Background: an optimization exercise with open tools, aiming at small area. Do not read the settings as production practice. In this exercise RTL edits were held to simulation tests only and were not proved equivalent to the original. Power figures rest on the tool's default switching activity, not on a simulated workload.

[design/flow/run.sh]
#!/bin/bash
# synth_recipe.tcl (not shown) runs the flow's synth.tcl, then flattens the netlist and writes it again
# the make line also repeats each setting of config.mk as NAME=value (left out here)
make -C /OpenROAD-flow-scripts/flow DESIGN_CONFIG=/design/flow/config.mk WORK_HOME=/design/flow/orfs CLKGATE_MAP_FILE= SYNTH_SCRIPT=/design/flow/synth_recipe.tcl finish
[design/flow/config.mk]
export PLATFORM = sky130hd
export DESIGN_NAME = tetris_top
export DESIGN_NICKNAME = tetris_top
export VERILOG_FILES = /design/flow/design.v
export SDC_FILE = /design/flow/constraint.sdc
export NUM_CORES = 4
export LEC_CHECK = 0
export CAP_MARGIN = 40
export CORE_MARGIN = 2
export CORE_UTILIZATION = 20
export GPL_ROUTABILITY_DRIVEN = 1
export SLEW_MARGIN = 40
[design/flow/constraint.sdc]
create_clock -name core_clock -period 25.0 [get_ports {clk}]
set_input_delay 5.0000 -clock core_clock [delete_from_list [all_inputs] [get_ports {clk}]]
set_output_delay 5.0000 -clock core_clock [all_outputs]
set_load 0.01 [all_outputs]
[design/flow/design.v]
package tetris_pkg;
	typedef logic [10-1:0] board_row_t;  
	typedef logic [4:0] row_idx_t;  
	typedef logic signed [4:0] pos_col_t;
	typedef logic signed [5:0] pos_row_t;
	typedef logic [15:0] cell_mask_t;  
	typedef logic [2:0] shape_t;  
	typedef logic [1:0] rot_t;
	typedef logic [4:0] lfsr_t;
	typedef logic [1:0] speed_t;
	typedef logic [7:0] score_t;  
	typedef enum logic [2:0] {
		IDLE,
		SPAWN,
		CHECK,
		FALL,
		LOCK,
		CLEAR,
		OVER
	} game_state_e;
endpackage
`timescale 1ns/1ps
module tetris_top (
	input  logic                   clk,
	input  logic                   rst,
	input  logic                   start,
	input  logic                   move_left,
	input  logic                   move_right,
	input  logic                   rotate,
	input  logic                   speed_up,
	input  logic                   speed_down,
	input  logic                   soft_drop,
	input  tetris_pkg::row_idx_t   row_sel,
	output tetris_pkg::board_row_t row_bits,
	output tetris_pkg::score_t     score,
	output logic                   game_over,
	output tetris_pkg::shape_t     piece_shape,
	output tetris_pkg::rot_t       piece_rot,
	output tetris_pkg::pos_col_t   piece_col,
	output tetris_pkg::pos_row_t   piece_row
);
	localparam int ROWS = 20;
	localparam logic [3:0] S_IDLE   = 4'd0;
	localparam logic [3:0] S_OVER   = 4'd1;
	localparam logic [3:0] S_CHECK  = 4'd2;
	localparam logic [3:0] S_FALL   = 4'd3;
	localparam logic [3:0] S_LOCK   = 4'd4;
	localparam logic [3:0] S_CLR0   = 4'd5;  
	localparam logic [3:0] S_DONE   = 4'd6;  
	localparam logic [3:0] S_BUSY   = 4'd7;  
	localparam logic [3:0] S_SPAWN  = 4'd8;
	localparam logic [3:0] S_SPAWN1 = 4'd9;  
	logic [3:0] st;
	logic idle, fall, lock, busy, spawn;
	assign idle  = (st == S_IDLE);
	assign fall  = (st == S_FALL);
	assign lock  = (st == S_LOCK);
	assign busy  = (st == S_BUSY);
	assign spawn = (st == S_SPAWN) || (st == S_SPAWN1);
	assign game_over = (st == S_OVER);
	logic [9:0] b [ROWS];
	logic fits;
	logic drop_tick;
	logic any_full;
	logic [4:0] rd, wr;
	logic [9:0] rd_row;
	logic full_rd, last;
	logic [1:0] speed;
	logic [5:0] drop_cnt;
	always_ff @(posedge clk or negedge rst) begin
		if (!rst) begin
			speed <= '0;
		end else if (speed_up) begin
			if (speed != 2'd3) speed <= speed + 2'd1;
		end else if (speed_down) begin
			if (speed != 2'd0) speed <= speed - 2'd1;
		end
	end
	always_comb begin
		if (soft_drop) drop_tick = (drop_cnt >= 6'd7);
		else case (speed)
			2'd0: drop_tick = (drop_cnt >= 6'd63);
			2'd1: drop_tick = (drop_cnt >= 6'd31);
			2'd2: drop_tick = (drop_cnt >= 6'd19);
			default: drop_tick = (drop_cnt >= 6'd15);
		endcase
	end
	always_ff @(posedge clk or negedge rst) begin
		if (!rst) drop_cnt <= '0;
		else if (spawn || drop_tick) drop_cnt <= '0;
		else drop_cnt <= drop_cnt + 6'd1;
	end
	logic [3:0] pcol;  
	logic [4:0] prow;  
	logic [1:0] cand_rot;
	logic [4:0] cand_row;  
	logic [4:0] cand_cc;   
	logic do_drop, do_rot, do_left, do_right;
	assign piece_col = {1'b0, pcol};
	assign piece_row = {1'b0, prow};
	assign do_drop  = fall & drop_tick;
	assign do_rot   = fall & ~drop_tick & rotate;
	assign do_left  = fall & ~drop_tick & ~rotate & move_left;
	assign do_right = fall & ~drop_tick & ~rotate & ~move_left & move_right;
	assign cand_row = prow + {4'd0, do_drop};
	assign cand_rot = piece_rot + {1'b0, do_rot};
	assign cand_cc  = {1'b0, pcol} + (do_left ? 5'd0 : do_right ? 5'd2 : 5'd1);
	logic [2:0] cur_lo, next_shape;
	assign cur_lo = (st == S_SPAWN1) ? 3'd3 : piece_shape;
	always_comb begin
		case (cur_lo)
			3'd3: next_shape = 3'd5;
			3'd5: next_shape = 3'd2;
			3'd2: next_shape = 3'd1;
			3'd1: next_shape = 3'd0;
			3'd0: next_shape = 3'd4;
			3'd4: next_shape = 3'd6;
			default: next_shape = 3'd3;
		endcase
	end
	always_ff @(posedge clk or negedge rst) begin
		if (!rst) begin
			piece_shape <= '0;
			piece_rot <= '0;
			pcol <= 4'(3);
			prow <= 5'(0);
		end else if (spawn) begin
			piece_shape <= next_shape;
			piece_rot <= '0;
			pcol <= 4'(3);
			prow <= 5'(0);
		end else if ((do_drop | do_rot | do_left | do_right) && fits) begin
			piece_rot <= cand_rot;
			pcol <= 4'(cand_cc - 5'd1);
			prow <= cand_row;
		end
	end
	logic [15:0] mask;
	always_comb begin
		case ({(piece_shape == 3'd7) ? 3'd6 : piece_shape, cand_rot})
			5'd0, 5'd1, 5'd2, 5'd3: mask = 16'h0033;
			5'd4, 5'd6:   mask = 16'h000f;
			5'd5, 5'd7:   mask = 16'h1111;
			5'd8, 5'd10:  mask = 16'h0036;
			5'd9, 5'd11:  mask = 16'h0231;
			5'd12, 5'd14: mask = 16'h0063;
			5'd13, 5'd15: mask = 16'h0132;
			5'd16: mask = 16'h0074;
			5'd17: mask = 16'h0223;
			5'd18: mask = 16'h0017;
			5'd19: mask = 16'h0311;
			5'd20: mask = 16'h0071;
			5'd21: mask = 16'h0322;
			5'd22: mask = 16'h0047;
			5'd23: mask = 16'h0113;
			5'd24: mask = 16'h0027;
			5'd25: mask = 16'h0131;
			5'd26: mask = 16'h0072;
			5'd27: mask = 16'h0232;
			default: mask = '0;
		endcase
	end
	logic [9:0] mr [4];
	logic oob;
	always_comb begin
		logic [3:0] m;
		logic [1:0] rr;
		logic [15:0] v;
		logic [6:0] br;
		oob = 1'b0;
		for (int r = 0; r < 4; r++) begin
			br = 7'(cand_row) + 7'(r);
			if (|mask[4*r +: 4] && br > 7'd19) oob = 1'b1;
		end
		for (int q = 0; q < 4; q++) begin
			rr = 2'(q) - cand_row[1:0];
			m = mask[4*rr +: 4];
			v = 16'(m) << cand_cc;
			mr[q] = v[10:1];
			if (v[0] || |v[15:11]) oob = 1'b1;
		end
	end
	logic [ROWS-1:0] rv;  
	always_comb begin
		for (int i = 0; i < ROWS; i++) begin
			rv[i] = (5'(i) >= cand_row) && (6'(i) <= 6'(cand_row) + 6'd3);
		end
	end
	logic hit;
	always_comb begin
		hit = 1'b0;
		for (int i = 0; i < ROWS; i++) begin
			hit = hit | (rv[i] & |(b[i] & mr[i % 4]));
		end
	end
	assign fits = !oob && !hit;
	always_comb begin
		any_full = 1'b0;
		for (int i = 0; i < ROWS; i++) any_full = any_full | (&b[i]);
	end
	assign rd_row = b[rd];
	assign full_rd = &rd_row;
	assign last = (rd == 5'd0);
	always_ff @(posedge clk) begin
		if (st == S_CLR0) begin
			rd <= 5'(ROWS - 1);
			wr <= 5'(ROWS - 1);
		end else if (busy) begin
			rd <= rd - 5'd1;
			if (!full_rd) wr <= wr - 5'd1;
		end
	end
	always_ff @(posedge clk or negedge rst) begin
		if (!rst) begin
			score <= '0;
		end else if (busy && full_rd) begin
			score <= score + 8'd1;
		end
	end
	logic [9:0] wdat [4];
	always_comb begin
		for (int q = 0; q < 4; q++) begin
			wdat[q] = lock ? mr[q] : (full_rd ? 10'd0 : rd_row);
		end
	end
	always_ff @(posedge clk) begin
		for (int i = 0; i < ROWS; i++) begin
			logic we, blank, en, hold;
			we = busy && (wr == 5'(i)) && (!full_rd || last);
			blank = busy && last && (5'(i) < wr);
			en = we || (lock && rv[i]);
			hold = !(idle || we || blank);
			b[i] <= ({10{hold}} & b[i]) | ({10{en}} & wdat[i % 4]);
		end
	end
	assign row_bits = (!idle && row_sel < 5'(ROWS)) ? b[row_sel] : '0;
	always_ff @(posedge clk or negedge rst) begin
		if (!rst) begin
			st <= S_IDLE;
		end else begin
			case (st)
				S_IDLE:   if (start) st <= S_SPAWN1;
				S_SPAWN, S_SPAWN1: st <= S_CHECK;
				S_CHECK:  st <= fits ? S_FALL : S_OVER;
				S_FALL:   if (do_drop && !fits) st <= S_LOCK;
				S_LOCK:   st <= S_CLR0;
				S_CLR0:   st <= any_full ? S_BUSY : S_DONE;
				S_BUSY:   if (last) st <= S_DONE;
				S_DONE:   st <= S_SPAWN;
				default:  st <= S_OVER;
			endcase
		end
	end
endmodule
==> results.json <==
{
  "grt-ovfl-total": 0,
  "ys.flop_type": "dfxtp_1",
  "cts.path.max_buffers": 3,
  "cts-root-buf": "clkbuf_16",
  "areaGrowthSynthToFinish_pct": 18.6,
  "finalNonFillerCells": 3696,
  "crit_fanout": 24,
  "die_x_um": 309,
  "drtIter0Drc": 4287,
  "rsz0062_at_grt": "false",
  "fp-row-count": 111,
  "first_global_vias": 21500,
  "max_cap_violations": 0,
  "async_reset_ff_share_pct": 13.9,
  "clk_pin_slew_ps": 60,
  "drive_gt1_share_pct": 12.2,
  "core_mm2": 0.0918,
  "synth-edff-count": 0,
  "whs_ps": 477,
  "drt-wirelength-per-cell_um": 34.6,
  "worstMarginPinSlew_ps": 1040,
  "period_needed_ps": 13060,
  "grt_max_degree": 49,
  "port_buffers": 46,
  "viasPerCell": 6.36,
  "wirelength_um": 128000,
  "cts.sinks": 244,
  "dp.final_hpwl_um": 96400,
  "cts_resized": 0,
  "io_pins": 49,
  "hold_class": "flop to flop",
  "p_sw_share_pct": 36.6,
  "endpoint_kind": "output pin",
  "netlist_area_mm2": 0.0185,
  "netlist_instances": 2379,
  "post_cts_buffers": 0,
  "cp_data_arrival_time_ps": 8060,
  "crit_required_ps": 20000,
  "die-area_mm2": 0.0952,
  "p_switching_uw": 451,
  "start_util_pct": 20.2,
  "max-vdd-ir-drop_uv": 45.8,
  "synth_area_leader_cell": "dfxtp_1",
  "vias": 23500,
  "power_density_mw_per_mm2": 55.9,
  "avgSynthCellArea_um2": 7.80,
  "clkPwrFrac_pct": 37.5,
  "p_leak_uw": 0.00875,
  "outcome": "timing/DRC/antenna clean",
  "htreeDepth": 1,
  "seq_power_share_pct": 33.2,
  "crit_type": "input port to output pin",
  "multi_input_area_mm2": 0.0130,
  "fmax_mhz": 76.6,
  "report.final.slew_viol_count": 0,
  "fin_area_mm2": 0.0220,
  "ys_top_cells_by_area": "dfxtp_1 23%, nand2_1 6.6%, a22o_1 5.4%, o21ai_0 5.0%, dfrtp_1 4.3%",
  "fin_util_pct": 24.0,
  "final.setup.tns_ps": 0,
  "die_y_um": 309,
  "ant_nets": 0,
  "synth_most_common_cell": "nand2_1",
  "yosysTopAreaCellShare_pct": 22.7,
  "period_share_pct": 52.3,
  "max_slew_margin_pct": 30.6,
  "internal_power_uw": 779,
  "ys_top_cells_by_count": "326 x nand2_1, 210 x dfxtp_1, 184 x o21ai_0",
  "r2r_slack_ps": 16420,
  "yosysWarnings": 4,
  "combPwrFrac_pct": 29.3,
  "fin_nets": 2487,
  "antenna_found_initial": 14,
  "hold_viol": 0,
  "gp_congestion": 1.12,
  "skew_ps": 57.5,
  "drc_errors": 0,
  "drt_pass1_iterations": 10,
  "placed_cells": 3639,
  "seq_area_mm2": 0.00506,
  "grt_pass1_wl_um": 175000,
  "grtUsageTotal_pct": 25.9,
  "nFillCells": 10100,
  "hold_buffers": 0,
  "cts_tree": "built",
  "finalSetupViolCount": 0,
  "cts_inserted_buffers": 28,
  "postPlaceCellArea_mm2": 0.0209,
  "synth-seq-area-share_pct": 27.3,
  "ys_seq_elements": 244,
  "critPathLaunchType": "input port",
  "synthDistinctLibCells": 116,
  "clk_latency_ps": 630
}
worst paths after layout:
check,cells after the start,endpoint,start
worst min-delay path,1,score[7],score[7]
worst max register to register,24,pcol[0],drop_cnt[0]
worst max-delay path,9,row_bits[8],row_sel[0]
max in group asynchronous,1,pcol[0],rst
worst min register to register,1,score[7],score[7]
min in group asynchronous,1,speed[1],rst
sequential cells by signal, indices dropped and copies added, names as in the netlist:
signal and count:
drop_cnt 6, prow 5, b 200, st 4, piece_rot 2, piece_shape 3
speed 2, score 8, rd 5, pcol 4, wr 5
critical path, cell delays in order:
cell and delay, ps:
clkdlybuf4s50_1 460, buf_4 280, or3b_2 550, nor2_2 550, a22oi_1 220, nand4_1 150, nor3_1 70, nor3_1 200
clkdlybuf4s50_1 560
layout by cell type, fill, tap and decap left out, types with 36 or more instances in the layout:
| cell | instances |
|---|---|
| nor2_1 | 151 |
| a22oi_1 | 106 |
| ha_1 | 46 |
| o22ai_1 | 36 |
| mux2_2 | 39 |
| buf_4 | 102 |
| a22o_1 | 114 |
| o21ai_0 | 179 |
| a222oi_1 | 39 |
| nor3_1 | 68 |
| clkdlybuf4s50_1 | 45 |
| dfxtp_1 | 208 |
| a221oi_1 | 40 |
| a21oi_1 | 109 |
| nand4_1 | 75 |
| nand3_1 | 72 |
| nand2_1 | 326 |
| inv_1 | 36 |
power by group through the flow:
stage	logic, uW	registers (uW)	clock network (uW)
5_1_grt	372	410	478
3_5_place_dp	335	416	0
4_1_cts	336	408	462
2_1_floorplan	218	412	0
3_3_place_gp	335	416	0
6_report	360	408	461
layer usage:
metal | GRT usage [%] | vias up | share of wire (%)
li1 | - | 9429 | -
met1 | 31.9 | 11300 | 37
met2 | 36.2 | 2166 | 39
met3 | 10.7 | 597 | 15
met4 | 18.3 | 14 | 9.1
met5 | 0 | - | 0.080
through the flow:
| step | power, uW | setup slack (ps) |
|---|---|---|
| 2_1_floorplan | 630 | 13120 |
| 3_3_place_gp | 751 | 11650 |
| 3_5_place_dp | 751 | 11990 |
| 4_1_cts | 1210 | 11990 |
| 5_1_grt | 1260 | 11840 |
| 6_report | 1230 | 11940 |
area by class of cell:
| type | instances | share of cell area (%) |
|---|---|---|
| Multi-Input combinational cell | 1964 | 58.9 |
| Sequential cell | 244 | 23.0 |
| Tap cell | 1243 | 7.07 |
| Timing Repair Buffer | 148 | 5.57 |
| Clock buffer | 32 | 3.45 |
| Clock inverter | 20 | 1.22 |
| Inverter | 40 | 0.683 |
| Antenna cell | 5 | 0.0569 |
cells by family after synthesis:
kind of cell / share of synthesized area [%]
buffers and inverters: 3.97
DFF: 27.3
muxes: 4.41
xor gates and xnor gates: 1.37
AOI/OAI and AO/OA: 36.5
and+or+nand+nor: 23.3
adders and majority gates: 3.21
other: 0.0202

## afterwards: timing with drivers on the ports
Ports are ideal in the flow. The routed layout listed here was re-timed in OpenROAD.
Step 1 (the two cells are an assumption about what drives the block):
set clk [get_ports {clk}]
set_driving_cell -lib_cell sky130_fd_sc_hd__clkbuf_16 $clk
set_driving_cell -lib_cell sky130_fd_sc_hd__buf_2 [delete_from_list [all_inputs] $clk]
Step 2 adds t to the input delays and takes it off the output delays; t is the mean of the earliest and latest rising clock arrival at the registers after step 1. Input paths then give back, and output paths get back, about the clock's delay inside the block.
Three values: no drivers, after step 1, after step 2; two values: the first two.
shift t [ns]: 0.664
slack for setup (ns): 11.937 / 11.910 / 11.910
slew at the worst register clock pin (ns): 0.08 / 0.08
worst slew at a driven data input, ns: 0.05
After both steps this run still meets setup and hold. The setup slack of this run moves by -0.027 ns with the drivers and by -0.027 ns with both steps.
